Background: an optimization exercise with open tools, aiming at small area, a short achievable clock period and few clock cycles per item. Do not read the settings as production practice. The RTL was checked by simulation tests, not by an equivalence proof against the original design. Power figures rest on the tool's default switching activity, not on a simulated workload.

==> flow/design.v <==
`default_nettype none
package rhwf_pkg;
   localparam int POS_W        = 4;
   localparam int HEAD_W       = 2;
   localparam int FUNC_W       = 2;
   localparam int STEP_COUNT_W = 20;
   localparam int CSR_INDEX_W  = 3;
   localparam int CSR_DATA_W   = 32;
   localparam int MAX_ROWS_DEF  = 16;
   localparam int MAX_COLS_DEF  = 16;
   localparam int STEP_BITS_DEF = 20;
   localparam logic [FUNC_W-1:0] F_LOAD    = 2'd0;
   localparam logic [FUNC_W-1:0] F_RESTART = 2'd1;
   localparam logic [FUNC_W-1:0] F_STEP    = 2'd2;
   localparam logic [HEAD_W-1:0] DIR_N = 2'd0;
   localparam logic [HEAD_W-1:0] DIR_E = 2'd1;
   localparam logic [HEAD_W-1:0] DIR_S = 2'd2;
   localparam logic [HEAD_W-1:0] DIR_W = 2'd3;
   localparam logic [CSR_INDEX_W-1:0] CSR_MAZE_ROWS  = 3'd0;
   localparam logic [CSR_INDEX_W-1:0] CSR_MAZE_COLS  = 3'd1;
   localparam logic [CSR_INDEX_W-1:0] CSR_START_ROW  = 3'd2;
   localparam logic [CSR_INDEX_W-1:0] CSR_START_COL  = 3'd3;
   localparam logic [CSR_INDEX_W-1:0] CSR_GOAL_CELLS = 3'd4;
   localparam logic [4:0]            MAZE_ROWS_RST  = 5'd16;
   localparam logic [4:0]            MAZE_COLS_RST  = 5'd16;
   localparam logic [POS_W-1:0]      START_ROW_RST  = 4'd0;
   localparam logic [POS_W-1:0]      START_COL_RST  = 4'd0;
   localparam logic [CSR_DATA_W-1:0] GOAL_CELLS_RST = 32'h8887_7877;
   typedef struct packed {
      logic accept;    
      logic load;      
      logic exec;      
      logic restart;   
      logic step;      
   } rhwf_cmd_type;
   function automatic logic wall_bit(input logic [HEAD_W-1:0] dir, input logic [1:0] walls);
      logic bit_v;
      bit_v = ((dir == DIR_N) || (dir == DIR_S)) ? walls[1] : walls[0];
      wall_bit = bit_v;
   endfunction
   function automatic logic border_ok(input logic [HEAD_W-1:0] dir,
                                      input logic [POS_W-1:0] row,
                                      input logic [POS_W-1:0] col,
                                      input logic [4:0] rows_used,
                                      input logic [4:0] cols_used);
      logic ok;
      case (dir)
         DIR_N: ok = (row != '0);
         DIR_E: ok = (({1'b0, col} + 5'd1) < cols_used);
         DIR_S: ok = (({1'b0, row} + 5'd1) < rows_used);
         DIR_W: ok = (col != '0);
      endcase
      border_ok = ok;
   endfunction
   function automatic logic [POS_W-1:0] move_row(input logic [HEAD_W-1:0] dir,
                                                 input logic [POS_W-1:0] row);
      logic [POS_W-1:0] r;
      r = row;
      if (dir == DIR_N) r = row - 4'd1;
      else if (dir == DIR_S) r = row + 4'd1;
      move_row = r;
   endfunction
   function automatic logic [POS_W-1:0] move_col(input logic [HEAD_W-1:0] dir,
                                                 input logic [POS_W-1:0] col);
      logic [POS_W-1:0] c;
      c = col;
      if (dir == DIR_E) c = col + 4'd1;
      else if (dir == DIR_W) c = col - 4'd1;
      move_col = c;
   endfunction
   function automatic logic goal_hit(input logic [POS_W-1:0] row,
                                     input logic [POS_W-1:0] col,
                                     input logic [CSR_DATA_W-1:0] goals);
      logic hit;
      hit = 1'b0;
      for (int k = 0; k < 4; k++) begin
         if ((goals[8*k+4 +: 4] == row) && (goals[8*k +: 4] == col)) hit = 1'b1;
      end
      goal_hit = hit;
   endfunction
endpackage
`default_nettype wire
`default_nettype none
module rhwf_ctrl (
   input  logic                   clock,
   input  logic                   reset,
   input  logic                   start,
   input  logic [1:0]             req_func,
   output logic                   busy,
   output logic                   rsp_valid,
   output rhwf_pkg::rhwf_cmd_type cmd
);
   localparam logic ST_IDLE = 1'b0;
   localparam logic ST_EXEC = 1'b1;
   logic              state_ff, state_in;
   logic [rhwf_pkg::FUNC_W-1:0] func_ff, func_in;
   logic              rsp_valid_ff;
   logic              accept;
   assign accept = start && (state_ff == ST_IDLE);
   always_comb begin
      case (state_ff)
         ST_IDLE: state_in = accept ? ST_EXEC : ST_IDLE;
         ST_EXEC: state_in = ST_IDLE;
      endcase
      func_in = accept ? req_func : func_ff;
   end
   always_ff @(posedge clock) begin
      if (reset) begin
         state_ff     <= ST_IDLE;
         func_ff      <= rhwf_pkg::F_LOAD;
         rsp_valid_ff <= 1'b0;
      end else begin
         state_ff     <= state_in;
         func_ff      <= func_in;
         rsp_valid_ff <= (state_ff == ST_EXEC);
      end
   end
   always_comb begin
      cmd.accept  = accept;
      cmd.load    = accept && (req_func == rhwf_pkg::F_LOAD);
      cmd.exec    = (state_ff == ST_EXEC);
      cmd.restart = (state_ff == ST_EXEC) && (func_ff == rhwf_pkg::F_RESTART);
      cmd.step    = (state_ff == ST_EXEC) && (func_ff == rhwf_pkg::F_STEP);
   end
   assign busy      = (state_ff == ST_EXEC);
   assign rsp_valid = rsp_valid_ff;
endmodule
`default_nettype wire
`default_nettype none
module rhwf_dp #(
   parameter int MAX_ROWS  = rhwf_pkg::MAX_ROWS_DEF,
   parameter int MAX_COLS  = rhwf_pkg::MAX_COLS_DEF,
   parameter int STEP_BITS = rhwf_pkg::STEP_BITS_DEF
) (
   input  logic                                  clock,
   input  logic                                  reset,
   input  rhwf_pkg::rhwf_cmd_type                cmd,
   input  logic [rhwf_pkg::POS_W-1:0]            req_cell_row,
   input  logic [rhwf_pkg::POS_W-1:0]            req_cell_col,
   input  logic                                  req_east_wall,
   input  logic                                  req_south_wall,
   input  logic                                  csr_we,
   input  logic [rhwf_pkg::CSR_INDEX_W-1:0]      csr_index,
   input  logic [rhwf_pkg::CSR_DATA_W-1:0]       csr_wdata,
   output logic [rhwf_pkg::POS_W-1:0]            rsp_pos_row,
   output logic [rhwf_pkg::POS_W-1:0]            rsp_pos_col,
   output logic [rhwf_pkg::HEAD_W-1:0]           rsp_heading,
   output logic                                  rsp_at_goal,
   output logic [rhwf_pkg::STEP_COUNT_W-1:0]     rsp_step_count
);
   localparam int DEPTH   = MAX_ROWS * MAX_COLS;
   localparam int ADDR_W  = $clog2(DEPTH);
   localparam int ROW_LIM = (MAX_ROWS < 16) ? MAX_ROWS : 16;
   localparam int COL_LIM = (MAX_COLS < 16) ? MAX_COLS : 16;
   function automatic logic [ADDR_W-1:0] cell_addr(input logic [rhwf_pkg::POS_W-1:0] r,
                                                   input logic [rhwf_pkg::POS_W-1:0] c);
      cell_addr = ADDR_W'(int'(r) * MAX_COLS + int'(c));
   endfunction
   logic [4:0]            rows_ff, cols_ff;
   logic [rhwf_pkg::POS_W-1:0]      srow_ff, scol_ff;
   logic [rhwf_pkg::CSR_DATA_W-1:0] goal_ff;
   logic [rhwf_pkg::POS_W-1:0]     row_ff, row_in, col_ff, col_in;
   logic [rhwf_pkg::HEAD_W-1:0]    head_ff, head_in;
   logic [STEP_BITS-1:0] steps_ff, steps_in;
   logic                 at_goal_ff;
   logic [1:0]  wall_mem [0:DEPTH-1];
   logic [1:0]  wall_a_ff, wall_b_ff;
   logic        store_a_ff, store_b_ff;
   logic [rhwf_pkg::HEAD_W-1:0] dir_a, dir_b;
   logic [rhwf_pkg::POS_W-1:0]  rd_row_a, rd_col_a, rd_row_b, rd_col_b;
   logic              in_a, in_b, load_in;
   logic [ADDR_W-1:0] addr_a, addr_b, load_addr;
   logic [4:0]        rows_used, cols_used, last_row, last_col;
   logic              open_a, open_b, goal_now;
   always_comb begin
      dir_a    = head_ff + 2'd1;
      dir_b    = head_ff;
      rd_row_a = (dir_a == rhwf_pkg::DIR_N) ? row_ff - 4'd1 : row_ff;
      rd_col_a = (dir_a == rhwf_pkg::DIR_W) ? col_ff - 4'd1 : col_ff;
      rd_row_b = (dir_b == rhwf_pkg::DIR_N) ? row_ff - 4'd1 : row_ff;
      rd_col_b = (dir_b == rhwf_pkg::DIR_W) ? col_ff - 4'd1 : col_ff;
      in_a     = (int'(rd_row_a) < MAX_ROWS) && (int'(rd_col_a) < MAX_COLS);
      in_b     = (int'(rd_row_b) < MAX_ROWS) && (int'(rd_col_b) < MAX_COLS);
      addr_a   = in_a ? cell_addr(rd_row_a, rd_col_a) : '0;
      addr_b   = in_b ? cell_addr(rd_row_b, rd_col_b) : '0;
      load_in  = (int'(req_cell_row) < MAX_ROWS) && (int'(req_cell_col) < MAX_COLS);
      load_addr = load_in ? cell_addr(req_cell_row, req_cell_col) : '0;
   end
   always_ff @(posedge clock) begin
      if (cmd.load && load_in) begin
         wall_mem[load_addr] <= {req_south_wall, req_east_wall};
      end
      if (cmd.accept) begin
         wall_a_ff  <= wall_mem[addr_a];
         wall_b_ff  <= wall_mem[addr_b];
         store_a_ff <= in_a;
         store_b_ff <= in_b;
      end
   end
   always_comb begin
      if (rows_ff == '0) rows_used = 5'd1;
      else if (rows_ff > 5'(ROW_LIM)) rows_used = 5'(ROW_LIM);
      else rows_used = rows_ff;
      if (cols_ff == '0) cols_used = 5'd1;
      else if (cols_ff > 5'(COL_LIM)) cols_used = 5'(COL_LIM);
      else cols_used = cols_ff;
      last_row = rows_used - 5'd1;
      last_col = cols_used - 5'd1;
   end
   always_comb begin
      open_a   = rhwf_pkg::border_ok(dir_a, row_ff, col_ff, rows_used, cols_used) && store_a_ff
                 && !rhwf_pkg::wall_bit(dir_a, wall_a_ff);
      open_b   = rhwf_pkg::border_ok(dir_b, row_ff, col_ff, rows_used, cols_used) && store_b_ff
                 && !rhwf_pkg::wall_bit(dir_b, wall_b_ff);
      goal_now = rhwf_pkg::goal_hit(row_ff, col_ff, goal_ff);
      row_in   = row_ff;
      col_in   = col_ff;
      head_in  = head_ff;
      steps_in = steps_ff;
      if (cmd.restart) begin
         row_in   = ({1'b0, srow_ff} > last_row) ? last_row[rhwf_pkg::POS_W-1:0] : srow_ff;
         col_in   = ({1'b0, scol_ff} > last_col) ? last_col[rhwf_pkg::POS_W-1:0] : scol_ff;
         head_in  = rhwf_pkg::DIR_E;
         steps_in = '0;
      end else if (cmd.step && !goal_now) begin
         if (open_a) begin
            head_in = dir_a;
            row_in  = rhwf_pkg::move_row(dir_a, row_ff);
            col_in  = rhwf_pkg::move_col(dir_a, col_ff);
         end else if (open_b) begin
            row_in  = rhwf_pkg::move_row(dir_b, row_ff);
            col_in  = rhwf_pkg::move_col(dir_b, col_ff);
         end else begin
            head_in = head_ff - 2'd1;
         end
         if (steps_ff != '1) steps_in = steps_ff + 1'b1;
      end
   end
   always_ff @(posedge clock) begin
      if (reset) begin
         rows_ff    <= rhwf_pkg::MAZE_ROWS_RST;
         cols_ff    <= rhwf_pkg::MAZE_COLS_RST;
         srow_ff    <= rhwf_pkg::START_ROW_RST;
         scol_ff    <= rhwf_pkg::START_COL_RST;
         goal_ff    <= rhwf_pkg::GOAL_CELLS_RST;
         row_ff     <= '0;
         col_ff     <= '0;
         head_ff    <= rhwf_pkg::DIR_E;
         steps_ff   <= '0;
         at_goal_ff <= rhwf_pkg::goal_hit('0, '0, rhwf_pkg::GOAL_CELLS_RST);
      end else begin
         if (csr_we) begin
            case (csr_index)
               rhwf_pkg::CSR_MAZE_ROWS:  rows_ff <= csr_wdata[4:0];
               rhwf_pkg::CSR_MAZE_COLS:  cols_ff <= csr_wdata[4:0];
               rhwf_pkg::CSR_START_ROW:  srow_ff <= csr_wdata[rhwf_pkg::POS_W-1:0];
               rhwf_pkg::CSR_START_COL:  scol_ff <= csr_wdata[rhwf_pkg::POS_W-1:0];
               rhwf_pkg::CSR_GOAL_CELLS: goal_ff <= csr_wdata;
               default: ;
            endcase
         end
         if (cmd.exec) begin
            row_ff     <= row_in;
            col_ff     <= col_in;
            head_ff    <= head_in;
            steps_ff   <= steps_in;
            at_goal_ff <= rhwf_pkg::goal_hit(row_in, col_in, goal_ff);
         end
      end
   end
   logic [STEP_BITS+rhwf_pkg::STEP_COUNT_W-1:0] steps_wide;
   assign steps_wide = {{rhwf_pkg::STEP_COUNT_W{1'b0}}, steps_ff};
   assign rsp_pos_row    = row_ff;
   assign rsp_pos_col    = col_ff;
   assign rsp_heading    = head_ff;
   assign rsp_at_goal    = at_goal_ff;
   assign rsp_step_count = steps_wide[rhwf_pkg::STEP_COUNT_W-1:0];
endmodule
`default_nettype wire
`default_nettype none
module right_hand_wall_follower #(
   parameter int MAX_ROWS  = rhwf_pkg::MAX_ROWS_DEF,
   parameter int MAX_COLS  = rhwf_pkg::MAX_COLS_DEF,
   parameter int STEP_BITS = rhwf_pkg::STEP_BITS_DEF
) (
   input  logic                              clock,
   input  logic                              reset,
   input  logic                              start,
   output logic                              busy,
   input  logic [rhwf_pkg::FUNC_W-1:0]       req_func,
   input  logic [rhwf_pkg::POS_W-1:0]        req_cell_row,
   input  logic [rhwf_pkg::POS_W-1:0]        req_cell_col,
   input  logic                              req_east_wall,
   input  logic                              req_south_wall,
   output logic                              rsp_valid,
   output logic [rhwf_pkg::POS_W-1:0]        rsp_pos_row,
   output logic [rhwf_pkg::POS_W-1:0]        rsp_pos_col,
   output logic [rhwf_pkg::HEAD_W-1:0]       rsp_heading,
   output logic                              rsp_at_goal,
   output logic [rhwf_pkg::STEP_COUNT_W-1:0] rsp_step_count,
   input  logic                              csr_we,
   input  logic [rhwf_pkg::CSR_INDEX_W-1:0]  csr_index,
   input  logic [rhwf_pkg::CSR_DATA_W-1:0]   csr_wdata
);
   rhwf_pkg::rhwf_cmd_type cmd;
   rhwf_ctrl u_ctrl (
      .clock     (clock),
      .reset     (reset),
      .start     (start),
      .req_func  (req_func),
      .busy      (busy),
      .rsp_valid (rsp_valid),
      .cmd       (cmd)
   );
   rhwf_dp #(
      .MAX_ROWS  (MAX_ROWS),
      .MAX_COLS  (MAX_COLS),
      .STEP_BITS (STEP_BITS)
   ) u_dp (
      .clock          (clock),
      .reset          (reset),
      .cmd            (cmd),
      .req_cell_row   (req_cell_row),
      .req_cell_col   (req_cell_col),
      .req_east_wall  (req_east_wall),
      .req_south_wall (req_south_wall),
      .csr_we         (csr_we),
      .csr_index      (csr_index),
      .csr_wdata      (csr_wdata),
      .rsp_pos_row    (rsp_pos_row),
      .rsp_pos_col    (rsp_pos_col),
      .rsp_heading    (rsp_heading),
      .rsp_at_goal    (rsp_at_goal),
      .rsp_step_count (rsp_step_count)
   );
endmodule
`default_nettype wire
==> flow/run.sh <==
#!/bin/bash
# synth_recipe.tcl (not shown) runs the flow's synth.tcl, then flattens the netlist and writes it again
# the make line also repeats each setting of config.mk as NAME=value (left out here)
make -C /OpenROAD-flow-scripts/flow DESIGN_CONFIG=/design/flow/config.mk WORK_HOME=/design/flow/orfs CLKGATE_MAP_FILE= SYNTH_SCRIPT=/design/flow/synth_recipe.tcl finish
==> flow/config.mk <==
export PLATFORM = sky130hd
export DESIGN_NAME = right_hand_wall_follower
export DESIGN_NICKNAME = right_hand_wall_follower
export VERILOG_FILES = /design/flow/design.v
export SDC_FILE = /design/flow/constraint.sdc
export NUM_CORES = 4
export LEC_CHECK = 0
export CAP_MARGIN = 20
export CORE_MARGIN = 2
export CORE_UTILIZATION = 40
export SLEW_MARGIN = 20
==> flow/constraint.sdc <==
create_clock -name core_clock -period 6.5 [get_ports {clock}]
set_input_delay 1.3000 -clock core_clock [delete_from_list [all_inputs] [get_ports {clock}]]
set_output_delay 1.3000 -clock core_clock [all_outputs]
set_load 0.01 [all_outputs]
==> flow_metrics.env <==
export IMPL_async_flop_share_pct=0
export IMPL_critPathLaunchType="flop"
export IMPL_totalNegativeSetupSlack_ps=0
export IMPL_hold_viol_final=0
export IMPL_crit_type="reg2reg"
export IMPL_p_int_w=0.006704
export IMPL_critPathMaxStageDelay_ps=880
export IMPL_grt_antenna_before_repair=0
export IMPL_finish_utilization_pct=46.06
export IMPL_final_setup_skew_ps=37.02
export IMPL_cts_made_buffers=66
export IMPL_timing_reg2reg_worst_path_depth=14
export IMPL_ys_types=73
export IMPL_cell_leakage_power_nw=11.14
export IMPL_synth_yosys_seq_area_share_pct=55.81
export IMPL_switching_share_pct=22.79
export IMPL_die_height_um=281.6
export IMPL_clk_path_buf_depth=3
export IMPL_hpwl_after_detailed_placement_um=54970
export IMPL_synth_warnings=2
export IMPL_finalMaxSlewViolations=0
export IMPL_grt_overflow_total=0
export IMPL_cts_htree_levels=3
export IMPL_detail_route_iter0_violations=1997
export IMPL_ir_drop_uv=218.7
export IMPL_p_total_w=0.008683
export IMPL_cts_setup_buffers=0
export IMPL_setup_worst_path_start="u_dp.row_ff[1]"
export IMPL_slew_headroom_pct=21.22
export IMPL_regToRegEndpoint="u_dp.at_goal_ff"
export IMPL_mappedNetlistArea_mm2=0.03081
export IMPL_final_period_utilization_pct=74.81
export IMPL_setup_viol=0
export IMPL_cp_cell_sequence="inv_1 -> ha_1 -> ha_1 -> nand4_1 -> a211o_1 -> and3_1 -> o21ai_2 -> mux2i_1 -> a22o_1 -> or3_1 -> a221o_1 -> o41ai_2 -> a311oi_1 -> a211oi_1"
export IMPL_synth_avg_cell_area_um2=14.75
export IMPL_wl_per_cell_um=26.61
export IMPL_drc=0
export IMPL_layout_drive_gt1_share_pct=23.49
export IMPL_synth_net_count=2168
export IMPL_grt_first_pass_wirelength_um=126800
export IMPL_synth_top_area_share_pct=50.28
export IMPL_antenna_diode_count=0
export IMPL_design_die_area_mm2=0.07927
export IMPL_critical_path_arrival_ps=5380
export IMPL_layout_area_overhead_vs_synth_pct=13.71
export IMPL_worst_hold_startpoint="u_dp.goal_ff[29]"
export IMPL_core_rowCount=101
export IMPL_power_density_mw_per_mm2=247.8
export IMPL_worst_skew_pair_late_latency_ps=620
export IMPL_viasPerCell=6.024
export IMPL_place_gp_congestion=0.8813
export IMPL_fmax_mhz=205.7
export IMPL_timing_final_crit_period_ps=4862
export IMPL_switchingPower_w=0.001979
export IMPL_clock_sinks=601
export IMPL_timing_critical_path_to_type="flop"
export IMPL_clock_tree_from_tritoncts="yes"
export IMPL_final_net_count=2221
export IMPL_buffer_ports_inserted=83
export IMPL_die_width_um=281.6
export IMPL_boundaryPins=84
export IMPL_yosys_register_bits=601
export IMPL_number_of_flops_mapped_to_enable_cells_by_yosys=516
export IMPL_power_combinational_fraction_pct=7.8
export IMPL_cts_hold_buffers=0
export IMPL_postSynth_topFlopCell="edfxtp_1"
export IMPL_tightestPinTransition_ps=1182
export IMPL_maximum_number_of_pins_on_one_net_before_global_route_repair=233
export IMPL_rrSetupSlack_ps=1640
export IMPL_status="timing/DRC/antenna clean"
export IMPL_pwr_share_seq_pct=48.7
export IMPL_sequential_cell_area_mm2=0.01720
export IMPL_unrepaired_setup_endpoints_after_global_routing="no"
export IMPL_synth_cells=2089
export IMPL_start_util_pct=40.51
export IMPL_critPathMaxFanout=14
export IMPL_global_route_usage_total_pct=21.75
export IMPL_nFillCells=6727
export IMPL_post_cts_resized=0
export IMPL_drt_pass1_iterations=6
export IMPL_synth_top_cell_by_area="edfxtp_1"
export IMPL_crit_end="u_dp.at_goal_ff"
export IMPL_timing_critical_path_required_ps=7010
export IMPL_multi_input_combinational_cell_area_mm2=0.01304
export IMPL_timing_critical_path_mode_cell="ha_1"
export IMPL_regToRegStartpoint="u_dp.row_ff[1]"
export IMPL_class_of_the_most_critical_hold_timing_path="reg2reg"
export IMPL_post_detailed_route_count_of_antenna_violating_nets=0
export IMPL_wirelength_um=85740
export IMPL_coreArea_mm2=0.07608
export IMPL_max_cap_violations=0
export IMPL_first_global_vias=19850
export IMPL_cts_clk_slew_worst_paths_ps=60
export IMPL_ctsRootBufferMaster="clkbuf_16"
export IMPL_p_clk_share_pct=43.5
export IMPL_crit_slowest_cell="dfxtp_1"
export IMPL_routed_via_count=19410
export IMPL_ys_top_cells_by_area="edfxtp_1, mux4_2, dfxtp_1"
==> cell usage after synthesis (8+ instances only) <==
cell type,n
edfxtp_1,516
nor2_1,331
mux4_2,324
nand2_1,169
clkbuf_1,95
dfxtp_1,85
xor2_1,54
a21oi_1,50
buf_2,44
mux2i_1,29
ha_1,28
nand3_1,25
o21ai_0,23
a211oi_1,22
a31oi_1,22
xnor2_1,21
inv_1,20
nand3b_1,19
and2_1,17
nor2b_1,16
or3_1,13
nor3_1,12
o211ai_1,12
and3_1,11
nor4_1,11
nand4_1,8
==> cell families after synthesis <==
| group | count (synthesis) | synth area share [%] |
|---|---|---|
| fa+ha+maj | 28 | 1.137 |
| compound gates | 197 | 4.353 |
| xor+xnor | 75 | 2.132 |
| simple gates | 664 | 9.493 |
| mux | 358 | 24.82 |
| flops | 601 | 55.81 |
| buf+inv | 166 | 2.262 |
==> per-stage QoR <==
step	hold slack (ps)	setup WS, ps	area [um2]	instances
5_1_grt	533.6	1322	35040	3222
6_report	503.1	1638	35040	3222
4_1_cts	506.3	1671	35030	3222
2_1_floorplan	465.4	2537	30810	2089
3_3_place_gp	477.7	1747	32870	3104
3_5_place_dp	497.3	1702	32870	3104
==> final cells by class <==
class                   instances  share of cell area [%]
clock buffers                  83                   5.046
clock inverters                35                   1.121
inverters                      20                  0.2143
multi-input cells            1322                   37.21
flip-flops and latches        601                   49.08
well taps                    1030                   3.678
repair buffers                131                   3.649
==> flip-flops by register name, indices dropped and copies added, names as in the netlist, 2 cells and up <==
register,count
u_dp.goal_ff,32
u_dp.row_ff,4
u_dp.wall_a_ff,2
u_dp.wall_b_ff,2
u_dp.head_ff,2
u_dp.steps_ff,20
u_dp.cols_ff,5
u_ctrl.func_ff,2
u_dp.col_ff,4
u_dp.rows_ff,5
u_dp.wall_mem,512
u_dp.srow_ff,4
u_dp.scol_ff,4
==> cells in the final DEF, fill, tap and decap left out, types with 19 or more instances in the layout <==
cell and n:
ha_1 28, edfxtp_1 516, a21oi_1 47, clkbuf_16 68
buf_4 41, mux4_2 324, nand3_1 21, nor2_1 331
clkdlybuf4s50_1 80, nand3b_1 19, mux2i_1 29, a31oi_1 22
dfxtp_1 85, nand2_1 165, xor2_1 54, a211oi_1 22
inv_1 20, o21ai_0 22
==> critical path: cells and delay by family (launching register included) <==
family	cells	cell delay, ps
simple gates	3	670
mux	1	250
fa+ha+maj	2	760
buf+inv	1	140
compound gates	7	2060
flops	1	880
==> metal layers <==
layer / GRT usage [%] / vias up / part of all wire, %
met2: 37.48 / 778 / 51
met1: 28.03 / 10120 / 39
met3: 3.812 / 156 / 7.1
met5: 0 / - / 0
met4: 6.847 / 0 / 3.0
li1: - / 8353 / -
==> worst min path at each step <==
| stage | end | slack, ps | cells after the start |
|---|---|---|---|
| after floorplan | u_dp.goal_ff[10] | 470 | 2 |
| after global routing | u_dp.at_goal_ff | 530 | 2 |
| final | u_dp.goal_ff[29] | 500 | 2 |
| after CTS | u_dp.steps_ff[15] | 510 | 2 |
| after global placement | u_dp.steps_ff[15] | 480 | 2 |
| after detailed placement | u_dp.steps_ff[13] | 500 | 2 |
==> power by group through the flow <==
| stage | clock network (W) | registers [W] | logic (W) |
|---|---|---|---|
| 5_1_grt | 0.00399 | 0.00423 | 0.000727 |
| 6_report | 0.00378 | 0.00423 | 0.000679 |
| 4_1_cts | 0.00385 | 0.00422 | 0.000682 |
| 2_1_floorplan | 0 | 0.00429 | 0.000450 |
| 3_5_place_dp | 0 | 0.00431 | 0.000680 |
| 3_3_place_gp | 0 | 0.00431 | 0.000671 |
Testbench counts, summed over its fixed seeds: cycles 45,960, words 22,968.

[port drivers added, routing unchanged]
In the flow no input, the clock included, has a driving cell. The finished layout below was timed again as built, in two steps.
Step 1 sets driving cells, clkbuf_16 on the clock port and buf_2 on the other inputs (assumed; they add their load-dependent delay and slew).
Step 2, shift: input delay + t, output delay - t, t = (earliest + latest rising clock arrival at the registers) / 2. This alone moves slack from input paths to output paths.
Slacks: no drivers / after step 1 / after step 2; pairs: no drivers / after step 1.
t (ns): 0.663
slack for setup (ns): 1.638 / 1.638 / 1.638
worst register clock-pin slew, ns: 0.07 / 0.07
After both steps setup and hold are still met in this run. For this run, drivers alone change the setup slack by 0.000 ns; drivers and shift together by 0.000 ns.
